This design comes from an exercise in tuning for small area, a short achievable clock period and few clock cycles per item on the open sky130 flow, not from production work. Function was checked by simulation only, so behaviour that the tests miss may differ from the original.

==> flow/design.v (outline; a module is shown in full before it is edited, if it fits) <==
// module two_mul: 1844 lines
// module tracking_wheel_odometry: 545 lines
module tracking_wheel_odometry (
    input  logic        i_clk,
    input  logic        i_rst_n,
    input  logic        i_cfg_we,
    input  logic [1:0]  i_cfg_idx,
    input  logic [23:0] i_cfg_data,
    input  logic        i_in_valid,
    output logic        o_in_ready,
    input  logic [31:0] i_in_forward_wheel_angle,
    input  logic [31:0] i_in_side_wheel_angle,
    input  logic [31:0] i_in_unwrapped_rotation,
    input  logic [15:0] i_in_wrapped_heading,
    output logic        o_out_valid,
    input  logic        i_out_ready,
    output logic [39:0] o_out_pos_x,
    output logic [39:0] o_out_pos_y,
    output logic        o_out_primed
);
  // ...
==> flow/run.sh <==
#!/bin/bash
# synth_recipe.tcl (not shown) runs the flow's synth.tcl, then flattens the netlist and writes it again
# the make line also repeats each setting of config.mk as NAME=value (left out here)
make -C /OpenROAD-flow-scripts/flow DESIGN_CONFIG=/design/flow/config.mk WORK_HOME=/design/flow/orfs CLKGATE_MAP_FILE= SYNTH_SCRIPT=/design/flow/synth_recipe.tcl finish
==> flow/config.mk <==
export PLATFORM = sky130hd
export DESIGN_NAME = tracking_wheel_odometry
export DESIGN_NICKNAME = tracking_wheel_odometry
export VERILOG_FILES = /design/flow/design.v
export SDC_FILE = /design/flow/constraint.sdc
export NUM_CORES = 4
export LEC_CHECK = 0
export CAP_MARGIN = 20
export CORE_MARGIN = 2
export CORE_UTILIZATION = 40
export SETUP_SLACK_MARGIN = 5
export SLEW_MARGIN = 20
==> flow/constraint.sdc <==
create_clock -name core_clock -period 10.0 [get_ports {i_clk}]
set_input_delay 2.0000 -clock core_clock [delete_from_list [all_inputs] [get_ports {i_clk}]]
set_output_delay 2.0000 -clock core_clock [all_outputs]
set_load 0.01 [all_outputs]
==> results by group, run 1 <==
Status
  • Status: complete, no violations

Routing
  • 1st-iter DRT viols: 8879
  • Wirelength per Cell: 25.01 um

Logic synthesis
  • Fraction of registers with async set/reset: 0
  • Largest family of logic cells by synthesized area: compound AO/OA/AOI/OAI gates
  • Cell area after synthesis: 0.09588 mm2
  • Xor and xnor area share after synthesis: 0.04339
  • Most frequent cell after synthesis: nand2_1
  • Synth Area in Compound Gates: 0.1743

Cells and area
  • Non-CTS buffers: 542
  • Non-Filler Instances: 13850
  • Final clock-cell share: 0.04442
  • Layout cells sized above 1: 0.08606
  • Commonest non-fill, non-tap cell in the layout: nand2_1
  • Sequential share of cell area: 0.2969
  • #MultiIn Comb: 7791

Floorplanning
  • Die area: 0.2436 mm2
  • Initial Utilization: 0.4027

STA
  • Max-slew violation count: 0

Worst setup path
  • Crit Reg-Reg Endpoint: r_x[32]
  • Crit path required time: 10510 ps

Global routing
  • Antenna violations before repair: 14

Placed design
  • Placed Cells incl. Taps: 13390

Run
  • Max cap viols: 0
Testbench counts, summed over its fixed seeds: cycles 12,848, items 512.
==> run 2: changes to the inputs <==
--- a/flow/config.mk
+++ b/flow/config.mk
@@ -7,6 +7,7 @@
 export LEC_CHECK = 0
 export CAP_MARGIN = 20
 export CORE_MARGIN = 2
-export CORE_UTILIZATION = 40
+export CORE_UTILIZATION = 55
+export PLACE_DENSITY = 0.65
 export SETUP_SLACK_MARGIN = 5
 export SLEW_MARGIN = 20
==> results by group, run 2 <==
Logic synthesis
  • Post-synth cell types: 101 (unchanged)
  • Most frequent cell after synthesis: nand2_1 (unchanged)
  • Syn_nets: 11670 (unchanged)
  • Cell area after synthesis: 0.09588 mm2 (unchanged)
  • Flops & latches, synth: 1217 (unchanged)
  • Post-synthesis sequential area ratio: 0.3354 (unchanged)
  • Leading area contributor after synthesis: edfxtp_1 (unchanged)
  • Ys Warns: 1 (unchanged)
  • Ranking of synthesized cells by area: edfxtp_1 (24%), fa_1 (12%), dfxtp_1 (9.1%) (unchanged)
  • Synth cell count leaders: nand2_1 (1383), inv_1 (849), edfxtp_1 (779) (unchanged)
  • Syn Inst Count: 10560 (unchanged)
  • Ys flop type: edfxtp_1 (unchanged)
  • Avg Cell Area, Syn: 9.080 um2 (unchanged)
  • Fraction of registers with async set/reset: 0 (unchanged)
  • Synth top area share: 0.2440 (unchanged)
  • Post-synth EDFFs: 779 (unchanged)

Min path
  • Hold endpoint: c_p[2] (was c_neg)
  • Min-delay src: m_p[2] (was m_neg)
  • Worst hold stages: 0 (unchanged)
  • Worst Hold Class: register to register (unchanged)

Global routing
  • Total GRT Usage: 0.3726 (was 0.2752)
  • Vias in the first global route: 79450 (was 80260)
  • GR peak layer: met2 (unchanged)
  • Largest net degree at the start of global routing: 109 (was 98)
  • Grt met3 use: 0.06663 (was 0.05411)
  • Antenna violations before repair: 11 (was 14)
  • Grt total ovfl: 0 (unchanged)
  • Met1 Usage GRT: 0.4979 (was 0.3707)
  • Met2 Use GR: 0.5811 (was 0.4304)
  • First-pass GRT wire length: 503.9 mm (was 511.6 mm)

Routing
  • ANT nets after route: 0 (unchanged)
  • 1st-iter DRT viols: 9669 (was 8879)
  • Residual DRC: 0 (unchanged)
  • Pre-antenna DRT Iters: 9 (was 8)
  • Post-Route WL: 339.4 mm (was 346.4 mm)
  • Wirelength per Cell: 26.08 um (was 25.01 um)
  • Vias: 82360 (was 81790)
  • Vias/cell: 6.329 (was 5.905)

STA
  • Clock period minus worst slack: 5346 ps (was 5008 ps)
  • Clk_skew: 30.25 ps (was 44.45 ps)
  • Unrepaired setup endpoints after global routing: yes (unchanged)
  • Tcrit/Tclk final: 0.5346 (was 0.5008)
  • Fin. Hold Viols: 0 (unchanged)
  • Worst Max-Slew Pin Slew: 1097 ps (was 1112 ps)
  • Final WS setup: 4654 ps (was 4992 ps)
  • Fin Setup TNS: 0 ps (unchanged)
  • Fmax: 0.1871 GHz (was 0.1997 GHz)
  • Max-slew violation count: 0 (unchanged)
  • Slew margin rel.: 0.2666 (was 0.2579)
  • Final setup viols: 0 (unchanged)

Worst setup path
  • Crit path kind: register to register (unchanged)
  • R2R cell count: 19 (was 20)
  • Crit path DAT: 5870 ps (was 5520 ps)
  • Setup crit end kind: register (unchanged)
  • Crit path required time: 10520 ps (was 10510 ps)
  • Slowest cell delay on critical path: 680 ps (was 730 ps)
  • Crit Reg-Reg Endpoint: r_x[32] (unchanged)
  • Crit path cell chain: mux4_2 > nand2_1 > nand2_1 > a21oi_1 > mux2i_2 > xnor2_1 > ha_1 > a211o_1 > o32a_1 > nand3_2 > a211oi_2 > o21a_1 > o41a_1 > o41ai_4 > o21ai_2 > a221o_1 > a21oi_2 > xor2_1 > o21ai_1 (was mux2i_1 > nand2_1 > o21ai_0 > o21ai_1 > mux2i_1 > mux2i_1 > xnor2_1 > ha_1 > a211o_1 > o32a_1 > nand3_2 > a211oi_2 > o21a_1 > o41a_1 > o41ai_4 > o21ai_2 > a221o_1 > a21oi_2 > xor2_1 > o21ai_1)
  • R2r startpoint: r_y[19] (was r_y[31])
  • FF-to-FF setup slack: 4650 ps (was 4990 ps)
  • Slowest cell on crit path: edfxtp_1 (unchanged)
  • Cell mode on critical path: nand2_1 (was mux2i_1)
  • Crit-path max FO: 8 (was 7)
  • Crit start category: register (unchanged)

Clocking
  • Worst-skew pair later-pin latency: 810 ps (was 820 ps)
  • # H-tree levels: 4 (unchanged)
  • TritonCTS buffer count: 145 (unchanged)
  • Cts hold-fix bufs: 0 (unchanged)
  • Clock Path Buffers: 3 (unchanged)
  • CTS clock-pin slew for the worst setup and hold paths: 60 ps (about the same)
  • CTS Sinks: 1217 (unchanged)
  • CTS tree: done (unchanged)
  • Root buf cell: clkbuf_16 (unchanged)

Placed design
  • DP HPWL: 237.4 mm (was 240.4 mm)
  • DP Worst Slack: 2997 ps (was 2612 ps)
  • Final GP Congestion: 0.9639 (was 0.9426)
  • Port-buffer cells: 225 (unchanged)

Floorplanning
  • Die area: 0.1777 mm2 (was 0.2436 mm2)
  • Core Region: 0.1736 mm2 (was 0.2381 mm2)
  • Die Height: 421.5 um (was 493.6 um)
  • I/O pin count: 226 (unchanged)
  • FP Rows: 153 (was 179)
  • Initial Utilization: 0.5522 (was 0.4027)
  • Die width: 421.5 um (was 493.6 um)

Cells and area
  • NumNets Final: 11670 (unchanged)
  • Most frequent cells in the layout: nand2_1 (1369), inv_1 (841), edfxtp_1 (779), a21oi_1 (756), o21ai_0 (686) (was nand2_1 (1364), inv_1 (841), edfxtp_1 (779), a21oi_1 (753), o21ai_0 (688))
  • Layout cells sized above 1: 0.08538 (was 0.08606)
  • Layout area overhead: 12.08% (was 13.02%)
  • Commonest non-fill, non-tap cell in the layout: nand2_1 (unchanged)

Status
  • Status: complete, no violations (unchanged)

Run
  • Max cap viols: 0 (unchanged)
run 2: cell counts after synthesis:
Identical to the previous run, type by type.
run 2: worst max path at each step:
stage	depth (start not counted)	to	slack, ps	from
after floorplan	24	r_x[32]	5000	r_ci[0]
after global placement	15	tx[30]	2990	i_in_wrapped_heading[8]
after detailed placement	15	tx[30]	3000	i_in_wrapped_heading[8]
after CTS	22	r_x[32]	4840	r_ci[0]
after global routing	23	r_x[32]	4530	r_ci[0]
final	19	r_x[32]	4650	r_y[19]
run 2: layout make-up:
class,instances,area [um2]
Timing Repair Buffer,547,5378
Clock inverter,84,1064
Inverter,860,3259
Clock buffer,184,3963
Antenna cell,5,12.51
Tap cell,2325,2909
Sequential cell,1217,32180
Fill cell,14830,66160
Multi-Input combinational cell,7788,58690
Timing Repair inverter,2,15.01
run 2: kinds of logic (layout without fill, tap and decap cells):
kind of cell / Yosys count / count (layout) / share of synthesized area
multiplexers: 401 / 401 / 0.05439
AND/OR/NAND/NOR: 3283 / 3284 / 0.1585
adder cells (fa/ha/maj): 964 / 964 / 0.1724
other: 0 / 5 / 0
flip-flops: 1217 / 1217 / 0.3354
AO/OA/AOI/OAI: 2664 / 2664 / 0.1743
buffers and inverters: 1556 / 1677 / 0.06166
XOR/XNOR: 475 / 475 / 0.04339
run 2: worst max-delay path, delay by kind of cell, from the launching register on:
family / cells / cell delay (ps)
AOI/OAI and AO/OA: 11 / 2690
muxes: 2 / 720
DFF: 1 / 680
xor gates and xnor gates: 2 / 340
and+or+nand+nor: 3 / 270
adders and majority gates: 1 / 360
run 2: timing repair:
| item | in CTS | in global routing |
|---|---|---|
| setup endpoints to repair | 152 | 151 |
| gates resized for setup | 144 | 143 |
| endpoints found under the hold margin | 0 | 0 |
| pin swaps | 16 | 49 |
| setup buffers | 96 | 69 |
| gates cloned | 11 | 8 |
run 2: layer usage:
metal  vias to the layer above  wire length, um
li1                      36600                -
met1                     40490           134100
met2                      4354           152500
met3                       902            32900
met4                        14            19790
met5                         -               90
run 2: metrics by stage:
stage | hold slack (ps) | cell area, um2 | util | std cells
2_1_floorplan | 400.3 | 96080 | - | 10560
3_5_place_dp | 405.4 | 99710 | 0.5742 | 12550
4_1_cts | 419.5 | 106300 | 0.6121 | 12930
6_report | 418.7 | 107500 | 0.6190 | 13010
5_1_grt | 423.6 | 107500 | 0.6189 | 13010
3_3_place_gp | 401.9 | 99700 | 0.5742 | 12550

[port drivers added, routing unchanged]
The flow's constraints put no driver on any port. The routed layouts listed below were extracted and timed again, unchanged, in two steps.
Step 1 sets driving cells, clkbuf_16 on the clock port and buf_2 on the other inputs (assumed; they add their load-dependent delay and slew).
Step 2 also shifts input and output timing later by t, the mid clock arrival at the registers, as if the neighbouring blocks saw the same clock.
Slacks: ideal ports / drivers / drivers and shift; pairs: ideal ports / drivers.
run | t, ns | setup WS [ns] | worst data-port slew with drivers (ns)
run 1 | 0.902 | 4.992 / 4.992 / 4.245 | 0.10
run 2 | 0.883 | 4.654 / 4.654 / 4.235 | 0.10
After both steps setup and hold are still met in every run listed. For run 1, which loses most, drivers alone change the setup slack by 0.000 ns; drivers and shift together by -0.747 ns.
